Context: an optimization exercise on an open-source flow, tuned for small area, a short achievable clock period and few clock cycles per item. The choices shown serve that exercise and are no tape-out recipe. Power figures rest on the tool's default switching activity, not on a simulated workload.

## tomasulo_core
module tomasulo_core (
  input  logic               clk,
  input  logic               rst_n,
  input  logic               instr_req,
  input  logic [11:0]        instr,
  output logic               instr_ack,
  output logic               cdb_valid,
  output logic [2:0]         cdb_dest,
  output logic [32-1:0] cdb_data,
  input  logic [2:0]         dbg_sel,
  output logic [32-1:0] dbg_data
);
  logic [8-2:0] rd_sel;
  logic [32-1:0] rd_data;
  logic               step_a;
  logic               step_b;
  logic [2:0]         wr_dest;
  logic [32-1:0] sum;
  issue_ctrl issue_ctrl_inst (
    .clk       (clk),
    .rst_n     (rst_n),
    .instr_req (instr_req),
    .instr     (instr),
    .instr_ack (instr_ack),
    .rd_sel    (rd_sel),
    .step_a    (step_a),
    .step_b    (step_b),
    .wr_dest   (wr_dest)
  );
  reg_file reg_file_inst (
    .clk      (clk),
    .rst_n    (rst_n),
    .wr_en    (step_b),
    .wr_dest  (wr_dest),
    .wr_data  (sum),
    .rd_sel   (rd_sel),
    .rd_data  (rd_data),
    .dbg_sel  (dbg_sel),
    .dbg_data (dbg_data)
  );
  add_unit add_unit_inst (
    .clk       (clk),
    .rst_n     (rst_n),
  ...
For scale: ~280 flip-flops, ~87 I/O pins, ~0.014 mm^2 of cells after synthesis.
Settings: LEC_CHECK=0, CAP_MARGIN=20, CORE_MARGIN=2, CORE_UTILIZATION=60, SETUP_SLACK_MARGIN=2.0, SLEW_MARGIN=20; clock period 5.0 ns.
run.sh (not shown) runs the stock make flow with config.mk's settings and CLKGATE_MAP_FILE= SYNTH_SCRIPT=/design/flow/synth_recipe.tcl, a recipe that flattens the netlist after the stock synthesis.
The first run passed the timing, DRC and antenna checks.
Rerun with:
--- a/flow/config.mk
+++ b/flow/config.mk
@@ -9,4 +9,4 @@
 export CORE_MARGIN = 2
 export CORE_UTILIZATION = 60
-export SETUP_SLACK_MARGIN = 2.0
+export SETUP_SLACK_MARGIN = 1.5
 export SLEW_MARGIN = 20
Final area went down by 12%.
Synthesized cell count stays the same.
Setup slack improves by 0.0052 ns.
Via count drops by 11%.
Power came out lower by 4.2%.
No functional check of the RTL was part of any run of this note.

* * *

Another version of the RTL of tomasulo_core (not shown whole).
Size in the first run: about 850 cells after synthesis, ~280 flip-flops, about 87 I/O pins, roughly 12000 µm² of cells after synthesis.
==> flow/design.v (excerpt) <==
module tomasulo_core (
  input  logic               clk,
  input  logic               rst_n,
  input  logic               instr_req,
  input  logic [11:0]        instr,
  output logic               instr_ack,
  output logic               cdb_valid,
  output logic [2:0]         cdb_dest,
  output logic [32-1:0] cdb_data,
  input  logic [2:0]         dbg_sel,
  output logic [32-1:0] dbg_data
);
  logic [8-2:0] rd_sel_d;
  logic [32-1:0] rd_data;
  logic               step_a;
  logic               step_b;
  logic [2:0]         wr_dest;
  logic [32-1:0] sum;
  issue_ctrl issue_ctrl_inst (
    .clk       (clk),
    .rst_n     (rst_n),
    .instr_req (instr_req),
    .instr     (instr),
    .instr_ack (instr_ack),
    .rd_sel_d  (rd_sel_d),
    .step_a    (step_a),
    .step_b    (step_b),
    .wr_dest   (wr_dest)
  );
  reg_file reg_file_inst (
    .clk      (clk),
    .rst_n    (rst_n),
    .wr_en    (step_b),
    .wr_dest  (wr_dest),
    .wr_data  (sum),
    .rd_sel_d (rd_sel_d),
    .rd_data  (rd_data),
    .dbg_sel  (dbg_sel),
    .dbg_data (dbg_data)
  );
  ...
clock: 5.0 ns
lec_check: 0
cap_margin: 20
core_margin: 2
core_utilization: 60
setup_slack_margin: 1.5
slew_margin: 20
Then changed:
==> flow/flow/run.sh (new file) <==
#!/bin/bash
# The standard layout with two changes: plain buffers (buf_1) on the ports
# in place of the delay cells that buffer_ports picks by default, and a clock
# tree built from larger sink clusters without dummy balancing loads.
# Each tool's output is kept in standard_flow.log here and in ORFS's own logs
# under orfs/logs.
set -euo pipefail
export BUFFER_PORTS_ARGS="-buffer_cell sky130_fd_sc_hd__buf_1"
export CTS_ARGS="-sink_clustering_enable -repair_clock_nets -dont_use_dummy_load -sink_clustering_size 30 -sink_clustering_max_diameter 150"
bash standard.sh > standard_flow.log 2>&1
==> flow/standard.sh (new file) <==
#!/bin/bash
# synth_recipe.tcl (not shown) runs the flow's synth.tcl, then flattens the netlist and writes it again
# the make line also repeats each setting of config.mk as NAME=value (left out here)
make -C /OpenROAD-flow-scripts/flow DESIGN_CONFIG=/design/flow/config.mk WORK_HOME=/design/flow/orfs CLKGATE_MAP_FILE= SYNTH_SCRIPT=/design/flow/synth_recipe.tcl "${@:-finish}"
Settings changed: SETUP_SLACK_MARGIN 1.5 to 1.8.
removed: flow/run.sh
What happened: Synthesized cell count is unchanged. Total power goes down by about a fifth. Count of clock-buffer cells in the layout came out lower by 30. Wire length climbs by a little under a tenth.
Then changed:
==> flow/flow/run.sh (replaced) <==
#!/bin/bash
# The standard layout, with plain buffers (buf_1) on the ports in place of
# the delay cells that buffer_ports picks by default. Each tool's output is
# kept in standard_flow.log here and in ORFS's own logs under orfs/logs.
set -euo pipefail
export BUFFER_PORTS_ARGS="-buffer_cell sky130_fd_sc_hd__buf_1"
bash standard.sh > standard_flow.log 2>&1
Settings changed: SETUP_SLACK_MARGIN 1.8 to 1.5.
Result: Clock power rose by well over a third. Cell area fell by a few percent. Wire length fell by roughly a tenth.
Function was not checked in any run of this note: the RTL went through the layout flow alone.

## port drivers added, routing unchanged
How much do the figures lean on ideal ports? The routed layouts below were timed once more, with nothing changed but the port constraints.
Step 1 assumes that a clkbuf_16 drives the clock port and a buf_2 every other input.
Step 2 adds t to the input delays and takes it off the output delays; t is the mean of the earliest and latest rising clock arrival at the registers after step 1. Input paths then give back, and output paths get back, about the clock's delay inside the block.
Slacks: no drivers / after step 1 / after step 2; pairs: no drivers / after step 1.
run | t (ns) | slack for setup (ns) | worst slew at a driven data input, ns
the first run of note 1 | 0.588 | 1.535 / 1.535 / 1.535 | 0.16
the second run of note 1 | 0.591 | 1.540 / 1.412 / 1.412 | 0.15
the first run of note 2 | 0.582 | 1.442 / 1.442 / 1.442 | 0.03
the second run of note 2 | 0.524 | 1.409 / 1.409 / 1.409 | 0.06
the third run of note 2 | 0.579 | 1.385 / 1.385 / 1.385 | 0.03
After both steps setup and hold are still met in every run listed. The setup slack of the second run of note 1, which loses most, moves by -0.128 ns with the drivers and by -0.128 ns with both steps.
